This design comes from an exercise in tuning for small area and a short achievable clock period on the open sky130 flow, not from production work.
Only simulation tests tie the RTL to the original design; equivalence was not proved.
Power is estimated from default activity; no workload was simulated.

==> flow/design.v <==
package spu_isa_pkg;
	localparam int NUM_REGS = 128;
	typedef logic [31:0]	instr_t;
	typedef logic [6:0]		reg_addr_t;
	typedef logic [10:0]	opcode_t;	 
	typedef logic [7:0]		pc_t;
	typedef logic [1:0]		unit_t;
	localparam int RT_LSB     = 0;
	localparam int RA_LSB     = 7;
	localparam int RB_LSB     = 14;
	localparam int RT_RRR_LSB = 21;	 
	localparam int OPW_RRR  = 4;
	localparam int OPW_RI18 = 7;
	localparam int OPW_RI10 = 8;
	localparam int OPW_RI16 = 9;
	localparam int OPW_RR   = 11;	 
	localparam unit_t UNIT_FP   = 2'd0;
	localparam unit_t UNIT_FX2  = 2'd1;	 
	localparam unit_t UNIT_FX1  = 2'd3;	 
	localparam unit_t UNIT_PERM = 2'd0;
	localparam unit_t UNIT_LS   = 2'd1;
	localparam unit_t UNIT_BR   = 2'd2;
	localparam opcode_t OP_MPYA   = 11'b1100_0000000;	 
	localparam opcode_t OP_FMA    = 11'b1110_0000000;	 
	localparam opcode_t OP_ILA    = 11'b0100001_0000;	 
	localparam opcode_t OP_AI     = 11'b00011100_000;	 
	localparam opcode_t OP_A      = 11'b00011000000;
	localparam opcode_t OP_AND    = 11'b00011000001;
	localparam opcode_t OP_SHL    = 11'b00001011011;
	localparam opcode_t OP_MPY    = 11'b01111000100;
	localparam opcode_t OP_NOP    = 11'b01000000001;
	localparam opcode_t OP_LQD    = 11'b00110100_000;	 
	localparam opcode_t OP_STQD   = 11'b00100100_000;	 
	localparam opcode_t OP_BR     = 11'b001100100_00;	 
	localparam opcode_t OP_BRZ    = 11'b001000000_00;	 
	localparam opcode_t OP_LQX    = 11'b00111000100;
	localparam opcode_t OP_ROTQBY = 11'b00111011100;
	localparam opcode_t OP_LNOP   = 11'b00000000001;
endpackage
package spu_pipe_pkg;
	typedef enum logic [1:0] {
		PIPE_NONE = 2'd0,	 
		PIPE_EVEN = 2'd1,
		PIPE_ODD  = 2'd2
	} pipe_t;
	typedef logic [2:0] lat_t;	 
	localparam lat_t LAT_FP   = 3'd6;
	localparam lat_t LAT_FX2  = 3'd3;
	localparam lat_t LAT_FX1  = 3'd1;
	localparam lat_t LAT_PERM = 3'd3;
	localparam lat_t LAT_LS   = 3'd5;
	localparam lat_t LAT_BR   = 3'd1;
	localparam int SB_DEPTH = 6;	 
endpackage
module instr_decoder (
	input  spu_isa_pkg::instr_t		instr,
	output spu_pipe_pkg::pipe_t		pipe,
	output spu_isa_pkg::opcode_t	op,
	output spu_isa_pkg::unit_t		unit,
	output spu_isa_pkg::reg_addr_t	rt,
	output spu_isa_pkg::reg_addr_t	ra,
	output spu_isa_pkg::reg_addr_t	rb,
	output spu_isa_pkg::reg_addr_t	rc,
	output logic					reg_write,
	output logic					ra_used,
	output logic					rb_used,
	output logic					rc_used
);
	spu_isa_pkg::opcode_t	op_field;
	logic [3:0]	use_flags;	 
	function automatic logic prefix_hit(spu_isa_pkg::opcode_t field, spu_isa_pkg::opcode_t code, int width);
		prefix_hit = (((field ^ code) >> (11 - width)) == 11'd0);
	endfunction
	assign op_field = instr[32-1 -: 11];
	assign ra = instr[spu_isa_pkg::RA_LSB +: 7];
	assign rb = instr[spu_isa_pkg::RB_LSB +: 7];
	assign rc = instr[spu_isa_pkg::RT_LSB +: 7];	 
	assign {reg_write, ra_used, rb_used, rc_used} = use_flags;
	always_comb begin
		pipe = spu_pipe_pkg::PIPE_NONE;
		op = '0;
		unit = '0;
		rt = instr[spu_isa_pkg::RT_LSB +: 7];
		use_flags = 4'b0000;
		if (prefix_hit(op_field, spu_isa_pkg::OP_MPYA, spu_isa_pkg::OPW_RRR) || prefix_hit(op_field, spu_isa_pkg::OP_FMA, spu_isa_pkg::OPW_RRR)) begin
			pipe = spu_pipe_pkg::PIPE_EVEN;
			op = prefix_hit(op_field, spu_isa_pkg::OP_MPYA, spu_isa_pkg::OPW_RRR) ? spu_isa_pkg::OP_MPYA : spu_isa_pkg::OP_FMA;
			unit = spu_isa_pkg::UNIT_FP;
			rt = instr[spu_isa_pkg::RT_RRR_LSB +: 7];
			use_flags = 4'b1111;
		end else if (prefix_hit(op_field, spu_isa_pkg::OP_ILA, spu_isa_pkg::OPW_RI18)) begin
			pipe = spu_pipe_pkg::PIPE_EVEN;
			op = spu_isa_pkg::OP_ILA;
			unit = spu_isa_pkg::UNIT_FX1;
			use_flags = 4'b1000;	 
		end else if (prefix_hit(op_field, spu_isa_pkg::OP_AI, spu_isa_pkg::OPW_RI10)) begin
			pipe = spu_pipe_pkg::PIPE_EVEN;
			op = spu_isa_pkg::OP_AI;
			unit = spu_isa_pkg::UNIT_FX1;
			use_flags = 4'b1100;
		end else if (op_field == spu_isa_pkg::OP_A || op_field == spu_isa_pkg::OP_AND) begin
			pipe = spu_pipe_pkg::PIPE_EVEN;
			op = op_field;
			unit = spu_isa_pkg::UNIT_FX1;
			use_flags = 4'b1110;
		end else if (op_field == spu_isa_pkg::OP_SHL) begin
			pipe = spu_pipe_pkg::PIPE_EVEN;
			op = spu_isa_pkg::OP_SHL;
			unit = spu_isa_pkg::UNIT_FX2;
			use_flags = 4'b1110;
		end else if (op_field == spu_isa_pkg::OP_MPY) begin
			pipe = spu_pipe_pkg::PIPE_EVEN;
			op = spu_isa_pkg::OP_MPY;
			unit = spu_isa_pkg::UNIT_FP;
			use_flags = 4'b1110;
		end else if (op_field == spu_isa_pkg::OP_NOP) begin
			pipe = spu_pipe_pkg::PIPE_EVEN;
			op = spu_isa_pkg::OP_NOP;
			unit = spu_isa_pkg::UNIT_FP;
		end else if (prefix_hit(op_field, spu_isa_pkg::OP_LQD, spu_isa_pkg::OPW_RI10)) begin
			pipe = spu_pipe_pkg::PIPE_ODD;
			op = spu_isa_pkg::OP_LQD;
			unit = spu_isa_pkg::UNIT_LS;
			use_flags = 4'b1100;
		end else if (prefix_hit(op_field, spu_isa_pkg::OP_STQD, spu_isa_pkg::OPW_RI10)) begin
			pipe = spu_pipe_pkg::PIPE_ODD;
			op = spu_isa_pkg::OP_STQD;
			unit = spu_isa_pkg::UNIT_LS;
			use_flags = 4'b0101;	 
		end else if (prefix_hit(op_field, spu_isa_pkg::OP_BR, spu_isa_pkg::OPW_RI16)) begin
			pipe = spu_pipe_pkg::PIPE_ODD;
			op = spu_isa_pkg::OP_BR;
			unit = spu_isa_pkg::UNIT_BR;
		end else if (prefix_hit(op_field, spu_isa_pkg::OP_BRZ, spu_isa_pkg::OPW_RI16)) begin
			pipe = spu_pipe_pkg::PIPE_ODD;
			op = spu_isa_pkg::OP_BRZ;
			unit = spu_isa_pkg::UNIT_BR;
			use_flags = 4'b0001;	 
		end else if (op_field == spu_isa_pkg::OP_LQX) begin
			pipe = spu_pipe_pkg::PIPE_ODD;
			op = spu_isa_pkg::OP_LQX;
			unit = spu_isa_pkg::UNIT_LS;
			use_flags = 4'b1110;
		end else if (prefix_hit(op_field, spu_isa_pkg::OP_ROTQBY, spu_isa_pkg::OPW_RR)) begin
			pipe = spu_pipe_pkg::PIPE_ODD;
			op = spu_isa_pkg::OP_ROTQBY;
			unit = spu_isa_pkg::UNIT_PERM;
			use_flags = 4'b1110;
		end else if (op_field == spu_isa_pkg::OP_LNOP) begin
			pipe = spu_pipe_pkg::PIPE_ODD;
			op = spu_isa_pkg::OP_LNOP;
			unit = spu_isa_pkg::UNIT_PERM;
		end
		if (pipe == spu_pipe_pkg::PIPE_NONE) begin
			rt = '0;
		end
	end
endmodule
module hazard_check (
	input  spu_pipe_pkg::pipe_t				pipe_first,
	input  spu_pipe_pkg::pipe_t				pipe_second,
	input  spu_isa_pkg::reg_addr_t			rt_first,
	input  spu_isa_pkg::reg_addr_t			ra_first,
	input  spu_isa_pkg::reg_addr_t			rb_first,
	input  spu_isa_pkg::reg_addr_t			rc_first,
	input  logic							reg_write_first,
	input  logic							ra_used_first,
	input  logic							rb_used_first,
	input  logic							rc_used_first,
	input  spu_isa_pkg::reg_addr_t			rt_second,
	input  spu_isa_pkg::reg_addr_t			ra_second,
	input  spu_isa_pkg::reg_addr_t			rb_second,
	input  spu_isa_pkg::reg_addr_t			rc_second,
	input  logic							reg_write_second,
	input  logic							ra_used_second,
	input  logic							rb_used_second,
	input  logic							rc_used_second,
	input  logic [spu_isa_pkg::NUM_REGS-1:0]	busy,
	output logic							stall_first,
	output logic							stall_second
);
	logic	busy_second;	 
	logic	same_pipe;		 
	logic	same_dest;		 
	logic	raw_pair;		 
	assign stall_first = (ra_used_first && busy[ra_first])
		|| (rb_used_first && busy[rb_first])
		|| (rc_used_first && busy[rc_first]);
	assign busy_second = (ra_used_second && busy[ra_second])
		|| (rb_used_second && busy[rb_second])
		|| (rc_used_second && busy[rc_second]);
	assign same_pipe = (pipe_second != spu_pipe_pkg::PIPE_NONE) && (pipe_second == pipe_first);
	assign same_dest = reg_write_first && reg_write_second && (rt_first == rt_second);
	assign raw_pair = reg_write_first
		&& ((ra_used_second && (ra_second == rt_first))
		|| (rb_used_second && (rb_second == rt_first))
		|| (rc_used_second && (rc_second == rt_first)));
	assign stall_second = stall_first || same_pipe || same_dest || raw_pair || busy_second;
endmodule
module dest_scoreboard (
	input  logic								clk,
	input  logic								reset,
	input  spu_isa_pkg::reg_addr_t				issue_even_rt,
	input  spu_isa_pkg::reg_addr_t				issue_odd_rt,
	input  logic								issue_even_write,
	input  logic								issue_odd_write,
	input  spu_isa_pkg::unit_t					issue_even_unit,
	input  spu_isa_pkg::unit_t					issue_odd_unit,
	output logic [spu_isa_pkg::NUM_REGS-1:0]	busy
);
	spu_isa_pkg::reg_addr_t	st_rt		[2][spu_pipe_pkg::SB_DEPTH];
	logic		st_wr		[2][spu_pipe_pkg::SB_DEPTH];
	spu_pipe_pkg::lat_t		st_lat		[2][spu_pipe_pkg::SB_DEPTH];
	spu_isa_pkg::reg_addr_t	hist_rt		[2][1:spu_pipe_pkg::SB_DEPTH-1];
	logic		hist_wr		[2][1:spu_pipe_pkg::SB_DEPTH-1];
	spu_pipe_pkg::lat_t		hist_lat	[2][1:spu_pipe_pkg::SB_DEPTH-1];
	function automatic spu_pipe_pkg::lat_t unit_latency(logic odd, spu_isa_pkg::unit_t unit);
		if (odd) begin
			case (unit)
				spu_isa_pkg::UNIT_PERM: unit_latency = spu_pipe_pkg::LAT_PERM;
				spu_isa_pkg::UNIT_LS:   unit_latency = spu_pipe_pkg::LAT_LS;
				spu_isa_pkg::UNIT_BR:   unit_latency = spu_pipe_pkg::LAT_BR;
				default:   unit_latency = '0;
			endcase
		end else begin
			case (unit)
				spu_isa_pkg::UNIT_FP:  unit_latency = spu_pipe_pkg::LAT_FP;
				spu_isa_pkg::UNIT_FX2: unit_latency = spu_pipe_pkg::LAT_FX2;
				spu_isa_pkg::UNIT_FX1: unit_latency = spu_pipe_pkg::LAT_FX1;
				default:  unit_latency = '0;	 
			endcase
		end
	endfunction
	always_comb begin
		st_rt[0][0] = issue_even_rt;
		st_wr[0][0] = issue_even_write;
		st_lat[0][0] = unit_latency(1'b0, issue_even_unit);
		st_rt[1][0] = issue_odd_rt;
		st_wr[1][0] = issue_odd_write;
		st_lat[1][0] = unit_latency(1'b1, issue_odd_unit);
		for (int p = 0; p < 2; p++) begin
			for (int k = 1; k < spu_pipe_pkg::SB_DEPTH; k++) begin
				st_rt[p][k] = hist_rt[p][k];
				st_wr[p][k] = hist_wr[p][k];
				st_lat[p][k] = hist_lat[p][k];
			end
		end
	end
	always_ff @(posedge clk) begin
		for (int p = 0; p < 2; p++) begin
			for (int k = 1; k < spu_pipe_pkg::SB_DEPTH; k++) begin
				hist_rt[p][k] <= st_rt[p][k-1];
				hist_lat[p][k] <= st_lat[p][k-1];
				if (reset) begin
					hist_wr[p][k] <= 1'b0;
				end else begin
					hist_wr[p][k] <= st_wr[p][k-1];
				end
			end
		end
	end
	always_comb begin
		busy = '0;
		for (int p = 0; p < 2; p++) begin
			for (int k = 0; k < spu_pipe_pkg::SB_DEPTH; k++) begin
				if (st_wr[p][k] && (k < st_lat[p][k])) begin
					busy[st_rt[p][k]] = 1'b1;	 
				end
			end
		end
	end
endmodule
module issue_control (
	input  logic					clk,
	input  logic					reset,
	input  spu_isa_pkg::instr_t		instr_first,
	input  spu_isa_pkg::instr_t		instr_second,
	input  spu_isa_pkg::pc_t		pc,
	input  logic					branch_taken,
	input  spu_isa_pkg::pc_t		branch_pc,
	input  spu_pipe_pkg::pipe_t		pipe_first,
	input  spu_isa_pkg::opcode_t	op_first,
	input  spu_isa_pkg::unit_t		unit_first,
	input  spu_isa_pkg::reg_addr_t	rt_first,
	input  logic					reg_write_first,
	input  spu_pipe_pkg::pipe_t		pipe_second,
	input  spu_isa_pkg::opcode_t	op_second,
	input  spu_isa_pkg::unit_t		unit_second,
	input  spu_isa_pkg::reg_addr_t	rt_second,
	input  logic					reg_write_second,
	input  logic					stall_first,
	input  logic					stall_second,
	output spu_isa_pkg::instr_t		sel_first,
	output spu_isa_pkg::instr_t		sel_second,
	output spu_isa_pkg::instr_t		even_instr,
	output spu_isa_pkg::opcode_t	even_op,
	output spu_isa_pkg::unit_t		even_unit,
	output spu_isa_pkg::reg_addr_t	even_rt,
	output logic					even_write,
	output spu_isa_pkg::instr_t		odd_instr,
	output spu_isa_pkg::opcode_t	odd_op,
	output spu_isa_pkg::unit_t		odd_unit,
	output spu_isa_pkg::reg_addr_t	odd_rt,
	output logic					odd_write,
	output logic					first_odd,
	output logic					stall,
	output spu_isa_pkg::pc_t		stall_pc
);
	spu_isa_pkg::instr_t	q_first, q_second;	 
	spu_isa_pkg::pc_t	sel_pc;
	logic	go_first, go_second;
	assign sel_first = stall ? q_first : instr_first;
	assign sel_second = stall ? q_second : instr_second;
	assign sel_pc = stall ? stall_pc : pc;	 
	assign go_first = !branch_taken && !stall_first;
	assign go_second = !branch_taken && !stall_second;
	always_ff @(posedge clk) begin
		if (reset) begin
			{even_instr, even_op, even_unit, even_rt, even_write} <= '0;
			{odd_instr, odd_op, odd_unit, odd_rt, odd_write} <= '0;
			first_odd <= 1'b0;
			stall <= 1'b0;
			stall_pc <= '0;
		end else begin
			if (go_first && (pipe_first == spu_pipe_pkg::PIPE_EVEN)) begin
				{even_instr, even_op, even_unit, even_rt, even_write} <=
					{sel_first, op_first, unit_first, rt_first, reg_write_first};
			end else if (go_second && (pipe_second == spu_pipe_pkg::PIPE_EVEN)) begin
				{even_instr, even_op, even_unit, even_rt, even_write} <=
					{sel_second, op_second, unit_second, rt_second, reg_write_second};
			end else begin
				{even_instr, even_op, even_unit, even_rt, even_write} <= '0;
			end
			if (go_first && (pipe_first == spu_pipe_pkg::PIPE_ODD)) begin
				{odd_instr, odd_op, odd_unit, odd_rt, odd_write} <=
					{sel_first, op_first, unit_first, rt_first, reg_write_first};
			end else if (go_second && (pipe_second == spu_pipe_pkg::PIPE_ODD)) begin
				{odd_instr, odd_op, odd_unit, odd_rt, odd_write} <=
					{sel_second, op_second, unit_second, rt_second, reg_write_second};
			end else begin
				{odd_instr, odd_op, odd_unit, odd_rt, odd_write} <= '0;
			end
			first_odd <= go_first && (pipe_first == spu_pipe_pkg::PIPE_ODD);
			if (branch_taken) begin
				stall <= 1'b1;
				stall_pc <= branch_pc + spu_isa_pkg::pc_t'(2);	 
			end else if (stall_first || stall_second) begin
				stall <= 1'b1;
				stall_pc <= sel_pc;
			end else begin
				stall <= 1'b0;
			end
		end
	end
	always_ff @(posedge clk) begin
		if (branch_taken) begin
			q_first <= '0;
			q_second <= '0;
		end else if (stall_first) begin
			q_first <= sel_first;	 
			q_second <= sel_second;
		end else if (stall_second) begin
			q_first <= '0;
			q_second <= sel_second;
		end
	end
endmodule
module dual_issue_decode (
	input  logic					clk,
	input  logic					reset,
	input  spu_isa_pkg::instr_t		instr_first,
	input  spu_isa_pkg::instr_t		instr_second,
	input  spu_isa_pkg::pc_t		pc,
	input  spu_isa_pkg::pc_t		branch_pc,
	input  logic					branch_taken,
	output spu_isa_pkg::instr_t		even_instr,
	output spu_isa_pkg::opcode_t	even_op,
	output spu_isa_pkg::unit_t		even_unit,
	output spu_isa_pkg::reg_addr_t	even_rt,
	output logic					even_write,
	output spu_isa_pkg::instr_t		odd_instr,
	output spu_isa_pkg::opcode_t	odd_op,
	output spu_isa_pkg::unit_t		odd_unit,
	output spu_isa_pkg::reg_addr_t	odd_rt,
	output logic					odd_write,
	output logic					first_odd,
	output logic					stall,
	output spu_isa_pkg::pc_t		stall_pc
);
	spu_isa_pkg::instr_t					sel_first, sel_second;
	spu_pipe_pkg::pipe_t					pipe_first, pipe_second;
	spu_isa_pkg::opcode_t				op_first, op_second;
	spu_isa_pkg::unit_t					unit_first, unit_second;
	spu_isa_pkg::reg_addr_t				rt_first, rt_second;
	spu_isa_pkg::reg_addr_t				ra_first, ra_second;
	spu_isa_pkg::reg_addr_t				rb_first, rb_second;
	spu_isa_pkg::reg_addr_t				rc_first, rc_second;
	logic					reg_write_first, reg_write_second;
	logic					ra_used_first, ra_used_second;
	logic					rb_used_first, rb_used_second;
	logic					rc_used_first, rc_used_second;
	logic					stall_first, stall_second;
	logic [spu_isa_pkg::NUM_REGS-1:0]	busy;	 
	instr_decoder u_dec_first (
		.instr(sel_first), .pipe(pipe_first), .op(op_first), .unit(unit_first),
		.rt(rt_first), .ra(ra_first), .rb(rb_first), .rc(rc_first),
		.reg_write(reg_write_first), .ra_used(ra_used_first),
		.rb_used(rb_used_first), .rc_used(rc_used_first)
	);
	instr_decoder u_dec_second (
		.instr(sel_second), .pipe(pipe_second), .op(op_second), .unit(unit_second),
		.rt(rt_second), .ra(ra_second), .rb(rb_second), .rc(rc_second),
		.reg_write(reg_write_second), .ra_used(ra_used_second),
		.rb_used(rb_used_second), .rc_used(rc_used_second)
	);
	hazard_check u_hazard_check (
		.pipe_first(pipe_first), .pipe_second(pipe_second),
		.rt_first(rt_first), .ra_first(ra_first), .rb_first(rb_first), .rc_first(rc_first),
		.reg_write_first(reg_write_first), .ra_used_first(ra_used_first),
		.rb_used_first(rb_used_first), .rc_used_first(rc_used_first),
		.rt_second(rt_second), .ra_second(ra_second), .rb_second(rb_second),
		.rc_second(rc_second), .reg_write_second(reg_write_second),
		.ra_used_second(ra_used_second), .rb_used_second(rb_used_second),
		.rc_used_second(rc_used_second), .busy(busy),
		.stall_first(stall_first), .stall_second(stall_second)
	);
	dest_scoreboard u_dest_scoreboard (
		.clk(clk), .reset(reset),
		.issue_even_rt(even_rt), .issue_odd_rt(odd_rt),
		.issue_even_write(even_write), .issue_odd_write(odd_write),
		.issue_even_unit(even_unit), .issue_odd_unit(odd_unit),
		.busy(busy)
	);
	issue_control u_issue_control (
		.clk(clk), .reset(reset),
		.instr_first(instr_first), .instr_second(instr_second), .pc(pc),
		.branch_taken(branch_taken), .branch_pc(branch_pc),
		.pipe_first(pipe_first), .op_first(op_first), .unit_first(unit_first),
		.rt_first(rt_first), .reg_write_first(reg_write_first),
		.pipe_second(pipe_second), .op_second(op_second), .unit_second(unit_second),
		.rt_second(rt_second), .reg_write_second(reg_write_second),
		.stall_first(stall_first), .stall_second(stall_second),
		.sel_first(sel_first), .sel_second(sel_second),
		.even_instr(even_instr), .even_op(even_op), .even_unit(even_unit),
		.even_rt(even_rt), .even_write(even_write),
		.odd_instr(odd_instr), .odd_op(odd_op), .odd_unit(odd_unit),
		.odd_rt(odd_rt), .odd_write(odd_write),
		.first_odd(first_odd), .stall(stall), .stall_pc(stall_pc)
	);
endmodule
==> flow/run.sh <==
#!/bin/bash
# synth_recipe.tcl (not shown) runs the flow's synth.tcl, then flattens the netlist and writes it again
# the make line also repeats each setting of config.mk as NAME=value (left out here)
make -C /OpenROAD-flow-scripts/flow DESIGN_CONFIG=/design/flow/config.mk WORK_HOME=/design/flow/orfs CLKGATE_MAP_FILE= SYNTH_SCRIPT=/design/flow/synth_recipe.tcl finish
==> flow/config.mk <==
export PLATFORM = sky130hd
export DESIGN_NAME = dual_issue_decode
export DESIGN_NICKNAME = dual_issue_decode
export VERILOG_FILES = /design/flow/design.v
export SDC_FILE = /design/flow/constraint.sdc
export NUM_CORES = 4
export LEC_CHECK = 0
export CAP_MARGIN = 20
export CORE_MARGIN = 2
export CORE_UTILIZATION = 18
export GPL_ROUTABILITY_DRIVEN = 1
export PLACE_DENSITY = 0.35
export SLEW_MARGIN = 20
==> flow/constraint.sdc <==
create_clock -name core_clock -period 9.0 [get_ports {clk}]
set_input_delay 1.8000 -clock core_clock [delete_from_list [all_inputs] [get_ports {clk}]]
set_output_delay 1.8000 -clock core_clock [all_outputs]
set_load 0.01 [all_outputs]
==> qor.csv <==
stage,metric,value,unit
cts,cts_hold_buffers,0,
global_route,grt_pass1_wl,549.7,mm
synthesis,synth_top_area_share,16.40,%
placed_design,dp_hpwl,340.8,mm
drt,routedWlPerCell,52.73,microns
floorplanning,placementRows,162,
finish,multi_input_area,28460,sq um
finish,fill_cells,21940,
floorplanning,die_y,446.0,microns
status,status,"complete, no violations",
timing,fin_crit_sh,92.62,%
finish,drive_gt1_share,17.76,%
placed_design,io_buffers,198,
timing,tightest_slew,1.333,ns
global_route,grt_pass1_vias,51920,
timing,setup_viol,0,
cts,cts.repair.resized,0,
worst_setup_path,crit_arrival,8.93,ns
floorplanning,die_w,446.0,microns
timing,period_minus_slack,8.336,ns
synthesis,synth_top_area_cell,dfxtp_1,
drt,drc,0,
finish,fin_nets,5688,
floorplanning,fp.coreArea,194600,sq um
finish,fin_util,23.48,%
synthesis,synthFlopType,dfxtp_1,
job,maxCapViolCount,0,
timing,slew_headroom,11.15,%
synthesis,yosysSeqAreaShare,16.40,%
timing,holdWs,0.3287,ns
timing,fin_setup_tns,0,ns
timing,slew_violations,0,
worst_setup_path,worstPathBufferInverterCount,3,
power,power_density,133.9,nW/um^2
timing,clock_skew,0.03627,ns
power,power,6.117,mW
worst_setup_path,cpLargestDelayFamily,simple AND/OR/NAND/NOR gates,
finish,stdcell_count,8173,
placed_design,dp_cells,8059,
synthesis,synth-edff-count,0,
cts,cts_tree,done,
worst_setup_path,path_class,register to register,
placed_design,place.gp.congestion,1.144,
worst_setup_path,crit_path_top_delay_cell,a311oi_1,
timing,hold_viol,0,
synthesis,post_synth.cell_area_avg,6.849,sq um
power,peakVddDrop,0.0001131,V
cts,clk_latency,0.69,ns
global_route,globalRouteOverflowTotal,0,
worst_setup_path,crit_fanout,12,
cts,root_buffer,clkbuf_16,
power,p_leak,14.22,nW
drt,first_pass_iters,10,
synthesis,ys_warn_count,9,
drt,via_count,56570,
worst_setup_path,crit_path_start_kind,register,
synthesis,synthCells,5134,
timing,rsz0062_at_grt,no,
cts,clk_pin_slew,0.06,ns
cts,h-tree-depth,2,
worst_setup_path,required,9.60,ns
drt,vias_per_cell,6.922,
synthesis,synth_area,35160,sq um
drt,ant_nets,0,
finish,ff_latch_area,5769,sq um
worst_setup_path,max_stage_delay,1.03,ns
synthesis,synth_area_leaders,"dfxtp_1 16%, o22ai_1 8.4%, nor2_1 6.7%, o32ai_1 6.4%, nor3_1 5.1%",
synthesis,synthDistinctLibCells,109,
cts,clock_path_buffers,3,
floorplanning,die_area,198900,sq um
worst_setup_path,end_kind,register,
drt,routed_wl,431.0,mm
finish,syn_to_final_growth,29.95,%
global_route,grt.total_usage,41.56,%
floorplanning,ios,199,
global_route,antenna_found_initial,58,
timing,fmax,120.0,MHz
worst_setup_path,path_cells,"or3_1, nor2_1, or3_1, o32ai_1, a311oi_1, nand4_1, buf_4, o211ai_1, o311ai_0, a21oi_1, nor4_1, a311oi_2, nand4_2, buf_4, or3_1, or2_2, buf_4, o22ai_1",
hold_path,min_path_type,register to register,
cts,clock-sinks,288,
synthesis,synth_seq_cells,288,
cts,cts_inserted_buffers,40,
drt,drt_iter0_markers,9781,
global_route,grt_max_degree,67,
synthesis,synth-async-reset-ratio,0,%
cts,cts_setup_buffers,0,
floorplanning,start_util,18.07,%
-- synthesized netlist by cell type, types with 24 or more instances --
library cell	number
or4_1	36
nor2b_1	28
xnor2_1	39
nand2b_1	56
o21ai_0	269
nor3b_1	25
dfxtp_1	288
a21oi_1	168
o311ai_0	27
nand4_1	79
nand2_1	297
or3_1	49
o21ai_1	45
or2_2	26
a221oi_1	35
o31ai_1	27
buf_1	26
and3_1	26
o22ai_1	472
o211ai_1	89
a31oi_1	31
mux2i_1	108
a211oi_1	85
clkbuf_1	280
nor3_1	355
xor2_1	24
ha_1	42
o221ai_1	31
a22oi_1	56
a2111oi_0	41
nor2_1	624
nand3_1	287
o32ai_1	255
buf_2	86
inv_1	64
mux2_2	49
nor4_1	181
-- final timing paths --
| check | from | end | slack, ns | cells after the start |
|---|---|---|---|---|
| setup / recovery | u_dest_scoreboard.hist_rt[1][2] | u_issue_control.even_op[0] | 0.66 | 18 |
| hold / removal | u_dest_scoreboard.hist_lat[2][0] | u_dest_scoreboard.hist_lat[3][0] | 0.33 | 0 |
| setup reg to reg | u_dest_scoreboard.hist_rt[1][2] | u_issue_control.even_op[0] | 0.66 | 18 |
| hold reg to reg | u_dest_scoreboard.hist_lat[2][0] | u_dest_scoreboard.hist_lat[3][0] | 0.33 | 0 |
-- state kept, by name, indices dropped and copies added (netlist names) --
register                    count
u_dest_scoreboard.hist_rt      70
u_issue_control.even_unit       2
u_issue_control.even_write      1
u_issue_control.stall_pc        8
u_issue_control.odd_rt          7
u_dest_scoreboard.hist_wr      10
u_issue_control.stall           1
u_issue_control.odd_op         11
u_issue_control.odd_unit        2
u_issue_control.even_op        11
u_issue_control.even_instr     32
u_issue_control.q_second       32
u_issue_control.odd_write       1
u_issue_control.even_rt         7
u_issue_control.odd_instr      32
u_issue_control.q_first        32
u_dest_scoreboard.hist_lat     28
u_issue_control.first_odd       1
-- layer usage --
layer	vias up	global-route usage [%]	wire length (microns)
li1	21560	-	-
met1	28300	49.76	165100
met2	5093	56.96	167500
met3	1570	19.04	56840
met4	45	31.94	40910
met5	-	0.9524	597
-- layout make-up --
type | count | area share (%)
Clock inverter | 19 | 0.4354
Antenna cell | 39 | 0.2136
Multi-Input combinational cell | 4377 | 62.29
Timing Repair Buffer | 792 | 14.55
Clock buffer | 52 | 2.399
Tap cell | 2542 | 6.961
Inverter | 64 | 0.5258
Sequential cell | 288 | 12.63
-- layout by cell type, fill, tap and decap left out, drive strengths merged, types with 42 or more instances in the layout --
cell,count
nand2,297
a211oi,86
mux2i,109
nand4,80
o21ai,316
o22ai,490
a2111oi,47
nand2b,56
or3,49
buf,595
mux2,49
o211ai,92
nor2,624
a22oi,56
clkbuf,53
nand3,288
nor3,367
inv,66
nor4,193
ha,42
dfxtp,288
a21oi,168
o32ai,255
clkdlybuf4s50,196
-- per-stage QoR --
stage                     instance area (sq um)  setup WS (ns)
after global routing                      45600         0.8024
after global placement                    44060          1.213
final                                     45690         0.6639
after CTS                                 45490          1.331
after detailed placement                  44190          1.330
after floorplan                           35180          3.230
-- power breakdown --
part / total (mW) / switching, mW / internal (mW) / leakage (nW)
sequential: 1.47 / 0.115 / 1.36 / 2.33
clock: 1.64 / 0.737 / 0.899 / 0.638
combinational: 3.01 / 2.15 / 0.859 / 11.3
-- logic make-up after synthesis --
| group | count (synthesis) | share of synthesized area [%] |
|---|---|---|
| other | 1 | 0.01066 |
| AO/OA/AOI/OAI | 1905 | 38.32 |
| AND/OR/NAND/NOR | 2195 | 31.40 |
| multiplexers | 167 | 5.259 |
| XOR/XNOR | 63 | 1.569 |
| flip-flops | 288 | 16.40 |
| buffers and inverters | 473 | 5.555 |
| adder cells (fa/ha/maj) | 42 | 1.494 |

==> what the ideal ports hide <==
In the flow no input, the clock included, has a driving cell. The finished layout below was timed again as built, in two steps. Step 1, drivers: a clkbuf_16 drives clk and a buf_2 each remaining input, both assumed. Step 2, shift: input delay + t, output delay - t, t = (earliest + latest rising clock arrival at the registers) / 2. This alone moves slack from input paths to output paths. Slacks: no drivers / after step 1 / after step 2; pairs: no drivers / after step 1.
shift t [ns]: 0.768
slack for setup (ns): 0.664 / 0.664 / 0.664
hold WS [ns]: 0.329 / 0.329 / 0.329
clock arrival spread, ns: 0.037 / 0.036
cell pins on the clock port's net: 1
After both steps this run still meets setup and hold. The setup slack of this run moves by 0.000 ns with the drivers and by 0.000 ns with both steps.
